Background: an optimization exercise with open tools, aiming at small area. Do not read the settings as production practice.
In this exercise RTL edits were held to simulation tests only and were not proved equivalent to the original.
The clock port is modelled as an ideal driver; clocking choices that lean on that would not hold on a real chip.

==> v38: inputs <==
==> flow/design.v <==
module lcm_reg_bank #(
   parameter int                  NUM_REGS   = 16,
   parameter int                  DATA_W     = 64,
   parameter int                  ADDR_W     = 8,
   parameter logic [NUM_REGS-1:0] PULSE_MASK = 16'h00A4,
   parameter int                  PULSE_LEN  = 1,
   parameter logic [7:0]          LMID       = 8'd31
) (
   input  logic                         clk,
   input  logic                         rst_n,
   input  logic                         wr_valid,
   output logic                         wr_ready,
   input  logic [ADDR_W-1:0]            wr_addr,
   input  logic [DATA_W-1:0]            wr_data,
   input  logic [DATA_W/8-1:0]          wr_be,
   output logic                         wr_err,
   input  logic                         rd_valid,
   input  logic [ADDR_W-1:0]            rd_addr,
   output logic                         rd_data_valid,
   output logic [DATA_W-1:0]            rd_data,
   output logic                         rd_err,
   output logic [NUM_REGS*DATA_W-1:0]   reg_flat,
   output logic [NUM_REGS-1:0]          reg_upd
);
   localparam int BE_W = DATA_W / 8;
   localparam logic [DATA_W-1:0] ID_VAL = DATA_W'({8'(NUM_REGS), LMID});
   logic [DATA_W-1:0]   regs_q [NUM_REGS];
   logic                wr_ready_q, wr_err_q;
   logic [NUM_REGS-1:0] reg_upd_q, wsel;
   logic                rd_data_valid_q, rd_err_q;
   logic [DATA_W-1:0]   rd_data_q, rd_data_d;
   logic                wr_acc, wr_lo, rd_lo;
   logic [NUM_REGS-1:0] rsel;
   logic [DATA_W-1:0]   wr_mask;
   always_comb begin
      wr_acc = wr_valid && wr_ready_q;
      wr_lo  = (wr_addr[ADDR_W-1:4] == '0);
      rd_lo  = (rd_addr[ADDR_W-1:4] == '0);
      for (int b = 0; b < BE_W; b++)
         wr_mask[8*b +: 8] = {8{wr_be[b]}};
      for (int i = 0; i < NUM_REGS; i++) begin
         wsel[i] = (i != 0) && wr_acc && wr_lo && (wr_addr[3:0] == 4'(i));
         rsel[i] = rd_valid && rd_lo && (rd_addr[3:0] == 4'(i));
      end
      rd_data_d = {DATA_W{!rd_valid}} & rd_data_q;
      rd_data_d = rd_data_d | ({DATA_W{rsel[0]}} & ID_VAL);
      for (int i = 1; i < NUM_REGS; i++)
         rd_data_d = rd_data_d | ({DATA_W{rsel[i]}} & regs_q[i]);
   end
   always_ff @(posedge clk or negedge rst_n) begin
      if (!rst_n) begin
         wr_ready_q      <= 1'b0;
         wr_err_q        <= 1'b0;
         reg_upd_q       <= '0;
         rd_data_valid_q <= 1'b0;
         rd_data_q       <= '0;
         rd_err_q        <= 1'b0;
      end else begin
         wr_ready_q      <= 1'b1;
         wr_err_q        <= wr_acc && !(|wsel);
         reg_upd_q       <= wsel;
         rd_data_valid_q <= rd_valid;
         rd_data_q       <= rd_data_d;
         rd_err_q        <= rd_valid && !rd_lo;
      end
   end
   assign regs_q[0] = '0;
   for (genvar g = 1; g < NUM_REGS; g++) begin : g_reg
      logic [DATA_W-1:0] q, d;
      if (PULSE_MASK[g]) begin : g_pulse
         assign d = {DATA_W{wsel[g]}} & ((wr_data & wr_mask) | (q & ~wr_mask));
      end else begin : g_plain
         assign d = ({DATA_W{wsel[g]}} & wr_mask & wr_data) | (~({DATA_W{wsel[g]}} & wr_mask) & q);
      end
      always_ff @(posedge clk or negedge rst_n) begin
         if (!rst_n) q <= '0;
         else        q <= d;
      end
      assign regs_q[g] = q;
   end
   for (genvar g = 0; g < NUM_REGS; g++) begin : g_flat
      assign reg_flat[g*DATA_W +: DATA_W] = regs_q[g];
   end
   assign wr_ready      = wr_ready_q;
   assign wr_err        = wr_err_q;
   assign reg_upd       = reg_upd_q;
   assign rd_data_valid = rd_data_valid_q;
   assign rd_data       = rd_data_q;
   assign rd_err        = rd_err_q;
endmodule
==> flow/flow/run.sh <==
#!/bin/bash
# Own layout flow: the standard synthesis, then its combinational logic is
# replaced by a hand-mapped netlist of the same function (flops untouched),
# then the standard layout with small port buffers.
set -euo pipefail
R=orfs/results/${FLOW_PLATFORM}/lcm_reg_bank/base
bash standard.sh synth > flow_synth.log 2>&1
cp $R/1_2_yosys.v $R/1_2_yosys_std.v
python3 flow/remap.py $R/1_2_yosys_std.v $R/1_2_yosys_remap.v > flow_remap.log 2>&1
cp $R/1_2_yosys_remap.v $R/1_2_yosys.v
rm -f $R/1_synth.odb $R/1_synth.sdc
bash standard.sh "BUFFER_PORTS_ARGS=-buffer_cell sky130_fd_sc_hd__buf_1" finish > flow_finish.log 2>&1
==> flow/flow/remap.py <==
#!/usr/bin/env python3
"""Replace the combinational logic of the standard synthesis netlist with a
hand-mapped sky130hd netlist of the same function.

Every flip-flop instance of the standard netlist is kept as it is (name, cell,
clock, reset and Q net); only the net on its D pin changes. Each flop is
identified by the output port bit its Q pin drives.

usage: remap.py IN.v OUT.v
"""
import re
import sys

P = 'sky130_fd_sc_hd__'
PULSE = {2, 5, 7}
ID_VAL = (16 << 8) | 31
NREG = 16
DW = 64

src = open(sys.argv[1]).read()
m = re.search(r'module\s+lcm_reg_bank\s*\((.*?)\);', src, re.S)
header = m.group(0)
decls = re.findall(r'^\s*(input|output)\s+(\[\d+:\d+\]\s+)?(\w+)\s*;', src, re.M)

flops = []
for cell, name, body in re.findall(r'(' + P + r'df\w+)\s+(\S+)\s*\((.*?)\);', src, re.S):
    pins = dict(re.findall(r'\.(\w+)\(([^()]*)\)', body))
    flops.append((cell, name, {k: v.strip() for k, v in pins.items()}))

lines = []
wires = set()
cnt = [0]


def w(name):
    wires.add(name)
    return name


def cell(typ, **pins):
    cnt[0] += 1
    conn = ', '.join('.%s(%s)' % (k, v) for k, v in pins.items())
    lines.append('  %s%s rm_%d_ (%s);' % (P, typ, cnt[0], conn))


def g(typ, out, outpin='Y', **pins):
    pins[outpin] = w(out)
    cell(typ, **pins)
    return out


# ---------------------------------------------------------------- write side
g('nand2_1', 'w_rdy_n', A='wr_valid', B='wr_ready')        # !wacc
g('inv_1', 'w_acc', A='w_rdy_n')
# wr_addr[7:4] == 0
g('nor4_1', 'w_lo', A='wr_addr[4]', B='wr_addr[5]', C='wr_addr[6]', D='wr_addr[7]')
g('nand2_1', 'w_en_n', A='w_acc', B='w_lo')                # !(wacc & lo)
for k in range(4):
    g('inv_1', 'wa_n%d' % k, A='wr_addr[%d]' % k)
# predecode low pair, active-low: pl_n[v] = !(en & a[1:0]==v)
for v in range(4):
    a0 = 'wr_addr[0]' if v & 1 else 'wa_n0'
    a1 = 'wr_addr[1]' if v & 2 else 'wa_n1'
    g('nand3_1', 'wpl_n%d' % v, A=a0, B=a1, C='w_en')
g('inv_1', 'w_en', A='w_en_n')
for v in range(4):
    a2 = 'wr_addr[2]' if v & 1 else 'wa_n2'
    a3 = 'wr_addr[3]' if v & 2 else 'wa_n3'
    g('nand2_1', 'wph_n%d' % v, A=a2, B=a3)
for r in range(1, NREG):
    g('nor2_1', 'wsel%d' % r, A='wpl_n%d' % (r & 3), B='wph_n%d' % (r >> 2))
    g('inv_1', 'wsel_n%d' % r, A='wsel%d' % r)
# wr_err: accepted and (addr >= 16 or addr == 0)
g('nor2_1', 'w_hit0_n', A='wpl_n0', B='wph_n0')             # en & addr==0
g('a21oi_1', 'w_err_n', A1='w_acc', A2='w_hi', B1='w_hit0_n')
g('inv_1', 'w_hi', A='w_lo')
g('inv_1', 'd_wr_err', A='w_err_n')
for i in range(DW):
    g('nand2_1', 'wdbe_n%d' % i, A='wr_data[%d]' % i, B='wr_be[%d]' % (i // 8))
for r in range(1, NREG):
    for b in range(8):
        if r in PULSE:   # keep the old byte only while written without its enable
            g('nor2_1', 'hold%d_%d' % (r, b), A='wr_be[%d]' % b, B='wsel_n%d' % r)
        else:            # keep the old byte unless written with its enable
            g('nand2_1', 'hold%d_%d' % (r, b), A='wsel%d' % r, B='wr_be[%d]' % b)
    for i in range(DW):
        q = 'reg_flat[%d]' % (r * DW + i)
        t = g('nand2_1', 'kq%d_%d' % (r, i), A=q, B='hold%d_%d' % (r, i // 8))
        g('o21ai_0', 'd_reg%d_%d' % (r, i), A1='wsel_n%d' % r, A2='wdbe_n%d' % i, B1=t)

# ----------------------------------------------------------------- read side
g('nor4_1', 'r_lo', A='rd_addr[4]', B='rd_addr[5]', C='rd_addr[6]', D='rd_addr[7]')
g('nand2_1', 'r_en_n', A='rd_valid', B='r_lo')
g('inv_1', 'r_en', A='r_en_n')
g('inv_1', 'rv_n', A='rd_valid')
g('nor2_1', 'd_rd_err', A='rv_n', B='r_lo')                  # rd_valid & !lo
for k in range(4):
    g('inv_1', 'ra_n%d' % k, A='rd_addr[%d]' % k)
for v in range(4):
    a0 = 'rd_addr[0]' if v & 1 else 'ra_n0'
    a1 = 'rd_addr[1]' if v & 2 else 'ra_n1'
    g('nand3_1', 'rpl_n%d' % v, A=a0, B=a1, C='r_en')
for v in range(4):
    a2 = 'rd_addr[2]' if v & 1 else 'ra_n2'
    a3 = 'rd_addr[3]' if v & 2 else 'ra_n3'
    g('nand2_1', 'rph_n%d' % v, A=a2, B=a3)
for r in range(NREG):
    g('nor2_1', 'rsel%d' % r, A='rpl_n%d' % (r & 3), B='rph_n%d' % (r >> 2))
g('inv_1', 'rsel_n0', A='rsel0')
groups = [(1, 2, 3), (4, 5, 6), (7, 8, 9), (10, 11, 12), (13, 14, 15)]
for i in range(DW):
    ys = []
    for grp in groups:
        pins = {}
        for pin, r in zip('ABC', grp):
            pins[pin + '1'] = 'rsel%d' % r
            pins[pin + '2'] = 'reg_flat[%d]' % (r * DW + i)
        ys.append(g('a222oi_1', 'ry%d_%d' % (grp[0], i), **pins))
    if (ID_VAL >> i) & 1:
        u = g('nand3_1', 'ru%d' % i, A=ys[3], B=ys[4], C='rsel_n0')
    else:
        u = g('nand2_1', 'ru%d' % i, A=ys[3], B=ys[4])
    v = g('a21oi_1', 'rv%d' % i, A1='rv_n', A2='rd_data[%d]' % i, B1=u)
    g('nand4_1', 'd_rd%d' % i, A=ys[0], B=ys[1], C=ys[2], D=v)

# --------------------------------------------------------------- constants
g('conb_1', 'one', outpin='HI')
const_out = ['reg_flat[%d]' % i for i in range(DW)] + ['reg_upd[0]']
for k, o in enumerate(const_out):
    cnt[0] += 1
    lines.append('  %sconb_1 rm_tie%d_ (.LO(%s));' % (P, k, o))


# ------------------------------------------------------------------ flops
def dnet(q):
    mm = re.match(r'(\w+)(?:\[(\d+)\])?$', q)
    base, idx = mm.group(1), mm.group(2)
    idx = None if idx is None else int(idx)
    if base == 'reg_flat':
        r, i = divmod(idx, DW)
        assert r >= 1
        return 'd_reg%d_%d' % (r, i)
    if base == 'rd_data':
        return 'd_rd%d' % idx
    if base == 'reg_upd':
        assert idx >= 1
        return 'wsel%d' % idx
    return {'wr_ready': 'one', 'wr_err': 'd_wr_err', 'rd_data_valid': 'rd_valid',
            'rd_err': 'd_rd_err'}[base]


seen = set()
flop_lines = []
for c, name, pins in flops:
    q = pins['Q']
    assert q not in seen, q
    seen.add(q)
    pins = dict(pins)
    pins['D'] = dnet(q)
    conn = ', '.join('.%s(%s)' % (k, v) for k, v in pins.items())
    flop_lines.append('  %s %s (%s);' % (c, name, conn))
assert len(seen) == 15 * DW + DW + 15 + 4, len(seen)

out = ['/* hand-mapped combinational logic around the standard synthesis flops */', header]
for d, rng, n in decls:
    out.append('  %s %s%s;' % (d, rng or '', n))
    out.append('  wire %s%s;' % (rng or '', n))
for n in sorted(wires):
    if '[' not in n:
        out.append('  wire %s;' % n)
out += flop_lines + lines + ['endmodule', '']
open(sys.argv[2], 'w').write('\n'.join(out))
print('flops', len(flop_lines), 'cells', len(lines))
==> flow/standard.sh <==
#!/bin/bash
# synth_recipe.tcl (not shown) runs the flow's synth.tcl, then flattens the netlist and writes it again
# the make line also repeats each setting of config.mk as NAME=value (left out here)
make -C /OpenROAD-flow-scripts/flow DESIGN_CONFIG=/design/flow/config.mk WORK_HOME=/design/flow/orfs CLKGATE_MAP_FILE= SYNTH_SCRIPT=/design/flow/synth_recipe.tcl "${@:-finish}"
==> flow/config.mk <==
export PLATFORM = sky130hd
export DESIGN_NAME = lcm_reg_bank
export DESIGN_NICKNAME = lcm_reg_bank
export VERILOG_FILES = /design/flow/design.v
export SDC_FILE = /design/flow/constraint.sdc
export NUM_CORES = 4
export LEC_CHECK = 0
export CAP_MARGIN = 20
export CORE_AREA = 5 5 425 425
export DIE_AREA = 0 0 430 430
export SLEW_MARGIN = 20
==> flow/constraint.sdc <==
create_clock -name core_clock -period 5.0 [get_ports {clk}]
set_input_delay 1.0000 -clock core_clock [delete_from_list [all_inputs] [get_ports {clk}]]
set_output_delay 1.0000 -clock core_clock [all_outputs]
set_load 0.01 [all_outputs]
==> inputs of v27, as changes to v38 <==
==> flow/flow/run.sh (replaced) <==
#!/bin/bash
# Own layout flow:
#  1. the standard synthesis (standard.sh synth), unchanged;
#  2. remap.py replaces its combinational logic by a hand-mapped netlist of the
#     same function; every flip-flop instance is kept as synthesis made it;
#  3. the standard ORFS layout, with buf_1 port buffers, pins one track apart
#     (so that a smaller die holds them) and, in the CTS step, a hand-built
#     clock tree (clktree.tcl, via pre_cts.tcl) instead of TritonCTS.
set -euo pipefail
W=$PWD
R=orfs/results/${FLOW_PLATFORM}/lcm_reg_bank/base
bash standard.sh synth > flow_synth.log 2>&1
cp $R/1_2_yosys.v $R/1_2_yosys_std.v
python3 flow/remap.py $R/1_2_yosys_std.v $R/1_2_yosys_remap.v > flow_remap.log 2>&1
cp $R/1_2_yosys_remap.v $R/1_2_yosys.v
rm -f $R/1_synth.odb $R/1_synth.sdc
export CT_LEAF_MAX=18 CT_FAN_MAX=4
export CT_LEAF_CELL=sky130_fd_sc_hd__clkbuf_8 CT_MID_CELL=sky130_fd_sc_hd__clkbuf_8 CT_ROOT_CELL=sky130_fd_sc_hd__clkbuf_8
bash standard.sh "BUFFER_PORTS_ARGS=-buffer_cell sky130_fd_sc_hd__buf_1" \
  "PLACE_PINS_ARGS=-min_distance 1 -min_distance_in_tracks" \
  "PRE_CTS_TCL=$W/flow/pre_cts.tcl" \
  finish > flow_finish.log 2>&1
==> flow/flow/clktree.tcl (new file) <==
# Build the clock tree by hand: recursive bisection of the flip-flops into
# clusters, one clock buffer per cluster at its centre, then the same for the
# buffers of each level until one root buffer remains, driven by the clock
# port. Sourced in place of clock_tree_synthesis on a placed design.
proc ct_env {name default} {
  if {[info exists ::env($name)] && $::env($name) ne ""} { return $::env($name) }
  return $default
}
set ct_leaf_max [ct_env CT_LEAF_MAX 24]
set ct_fan_max  [ct_env CT_FAN_MAX 8]
set ct_leaf_cell [ct_env CT_LEAF_CELL sky130_fd_sc_hd__clkbuf_4]
set ct_mid_cell  [ct_env CT_MID_CELL sky130_fd_sc_hd__clkbuf_8]
set ct_root_cell [ct_env CT_ROOT_CELL sky130_fd_sc_hd__clkbuf_16]

proc ct_split {items nmax} {
  set n [llength $items]
  if {$n <= $nmax} { return [list $items] }
  set k [expr {($n + $nmax - 1) / $nmax}]
  set xs {}; set ys {}
  foreach it $items { lappend xs [lindex $it 0]; lappend ys [lindex $it 1] }
  set xs [lsort -integer $xs]; set ys [lsort -integer $ys]
  set dx [expr {[lindex $xs end] - [lindex $xs 0]}]
  set dy [expr {[lindex $ys end] - [lindex $ys 0]}]
  set ix [expr {$dx >= $dy ? 0 : 1}]
  set s [lsort -integer -index $ix $items]
  # k groups in all: k/2 of them on the low side
  set kl [expr {$k / 2}]
  set h [expr {($n * $kl + $k / 2) / $k}]
  return [concat [ct_split [lrange $s 0 [expr {$h - 1}]] $nmax] [ct_split [lrange $s $h end] $nmax]]
}

set block [ord::get_db_block]
set db [ord::get_db]
set clknet [$block findNet clk]
set core [$block getCoreArea]
set site_w 460
set row_h 2720

proc ct_place {inst x y} {
  global core
  set m [$inst getMaster]
  set w [$m getWidth]; set h [$m getHeight]
  set x [expr {max([$core xMin], min([$core xMax] - $w, $x - $w / 2))}]
  set y [expr {max([$core yMin], min([$core yMax] - $h, $y - $h / 2))}]
  $inst setLocation $x $y
  $inst setPlacementStatus PLACED
}

# sinks: every input pin on the clock net
set items {}
foreach it [$clknet getITerms] {
  if {[[$it getMTerm] getIoType] ne "INPUT"} continue
  set bb [[$it getInst] getBBox]
  lappend items [list [expr {([$bb xMin] + [$bb xMax]) / 2}] [expr {([$bb yMin] + [$bb yMax]) / 2}] $it]
}
puts "clktree: [llength $items] sinks"

set level 0
set nmax $ct_leaf_max
set cell $ct_leaf_cell
while {1} {
  set groups [ct_split $items $nmax]
  if {[llength $groups] == 1 && $level > 0 && [llength $items] <= 4} { break }
  set next {}
  set gi 0
  foreach grp $groups {
    set sx 0; set sy 0
    foreach it $grp { set sx [expr {$sx + [lindex $it 0]}]; set sy [expr {$sy + [lindex $it 1]}] }
    set cx [expr {$sx / [llength $grp]}]; set cy [expr {$sy / [llength $grp]}]
    set c $cell
    if {[llength $groups] == 1} { set c $ct_root_cell }
    set inst [odb::dbInst_create $block [$db findMaster $c] "clktree_${level}_$gi"]
    set net [odb::dbNet_create $block "clktree_net_${level}_$gi"]
    $net setSigType CLOCK
    foreach it $grp {
      set iterm [lindex $it 2]
      $iterm disconnect
      $iterm connect $net
    }
    [$inst findITerm X] connect $net
    ct_place $inst $cx $cy
    lappend next [list $cx $cy [$inst findITerm A]]
    incr gi
  }
  puts "clktree: level $level, [llength $groups] buffers of $c"
  set items $next
  incr level
  set nmax $ct_fan_max
  set cell $ct_mid_cell
  if {[llength $groups] == 1} { break }
}
foreach it $items { [lindex $it 2] connect $clknet }
==> flow/flow/pre_cts.tcl (new file) <==
# Replace clock_tree_synthesis by the hand-built clock tree of clktree.tcl.
set ct_script [file join [file dirname [file normalize [info script]]] clktree.tcl]
rename clock_tree_synthesis ct_unused_clock_tree_synthesis
proc clock_tree_synthesis {args} {
  uplevel #0 [list source $::ct_script]
  set_propagated_clock [all_clocks]
}
--- a/flow/flow/remap.py
+++ b/flow/flow/remap.py
@@ -71,3 +71,4 @@
     g('nor2_1', 'wsel%d' % r, A='wpl_n%d' % (r & 3), B='wph_n%d' % (r >> 2))
-    g('inv_1', 'wsel_n%d' % r, A='wsel%d' % r)
+    if r in PULSE:
+        g('inv_1', 'wsel_n%d' % r, A='wsel%d' % r)
 # wr_err: accepted and (addr >= 16 or addr == 0)
@@ -81,10 +82,12 @@
     for b in range(8):
+        # hn: byte b of register r is not written with its enable
+        g('nand2_1', 'hn%d_%d' % (r, b), A='wsel%d' % r, B='wr_be[%d]' % b)
         if r in PULSE:   # keep the old byte only while written without its enable
             g('nor2_1', 'hold%d_%d' % (r, b), A='wr_be[%d]' % b, B='wsel_n%d' % r)
-        else:            # keep the old byte unless written with its enable
-            g('nand2_1', 'hold%d_%d' % (r, b), A='wsel%d' % r, B='wr_be[%d]' % b)
     for i in range(DW):
         q = 'reg_flat[%d]' % (r * DW + i)
-        t = g('nand2_1', 'kq%d_%d' % (r, i), A=q, B='hold%d_%d' % (r, i // 8))
-        g('o21ai_0', 'd_reg%d_%d' % (r, i), A1='wsel_n%d' % r, A2='wdbe_n%d' % i, B1=t)
+        hn = 'hn%d_%d' % (r, i // 8)
+        hold = 'hold%d_%d' % (r, i // 8) if r in PULSE else hn
+        t = g('nand2_1', 'kq%d_%d' % (r, i), A=q, B=hold)
+        g('o21ai_0', 'd_reg%d_%d' % (r, i), A1=hn, A2='wdbe_n%d' % i, B1=t)
 
--- a/flow/config.mk
+++ b/flow/config.mk
@@ -8,4 +8,4 @@
 export CAP_MARGIN = 20
-export CORE_AREA = 5 5 425 425
-export DIE_AREA = 0 0 430 430
+export CORE_AREA = 5 5 265 265
+export DIE_AREA = 0 0 270 270
 export SLEW_MARGIN = 20
==> impl_metrics.csv <==
group,metric,value,unit
floorplan,rows,95,
outcome,run_status,"did not finish",
placed_design,place.gp.congestion,1.01,
placed_design,dp.cells,5908,
floorplan,start_util,0.596,
placed_design,place_area,46300,µm²
floorplan,die_h,270,µm
outcome,firstError,"Error: cts.tcl, 36 can't read \"::ct_script\": no such variable",
yosys,netlist_area,40000,µm²
yosys,syn-num-nets,3914,
outcome,haltStage,"4_1_cts",
yosys,syn_area_per_cell,10.5,µm²
yosys,syn_inst,3822,
placed_design,place_hpwl,123,mm
placed_design,pre_cts_slack,959,ps
[end of results for v27]
==> impl_metrics.csv <==
group,metric,value,unit
yosys,syn_inst,3810,
placed_design,dp.cells,7445,
floorplan,start_util,0.227,
yosys,syn_area_per_cell,10.5,µm²
cells_and_area,fin_nets,5318,
placed_design,place.gp.congestion,1.02,
placed_design,place_area,49100,µm²
outcome,run_status,"no timing/DRC/antenna violations",
yosys,netlist_area,40000,µm²
placed_design,place_hpwl,201,mm
placed_design,pre_cts_slack,619,ps
floorplan,die_h,430,µm
[end of results for v38]

==> port drivers added, routing unchanged <==
How much do the figures lean on ideal ports? The routed layout below was timed once more, with nothing changed but the port constraints. Step 1: set_driving_cell puts a clkbuf_16 on clk and a buf_2 on each other input, an assumption about the parent block. Step 2 moves the port delays by t, midway between the first and last clock arrival at a register: inputs arrive t later, outputs are due t later. That takes back most of the time a late clock gives input paths. a / b / c = ideal ports / drivers / drivers and shift; a / b = the first two.
run: v38
t (ns): 0.845
slack for setup (ns): 1.260 / 1.320 / 0.475
hold WS [ns]: 0.417 / 0.366 / 0.508
After both steps setup and hold are still met in v38. The setup slack of v38 moves by +0.060 ns with the drivers and by -0.785 ns with both steps.
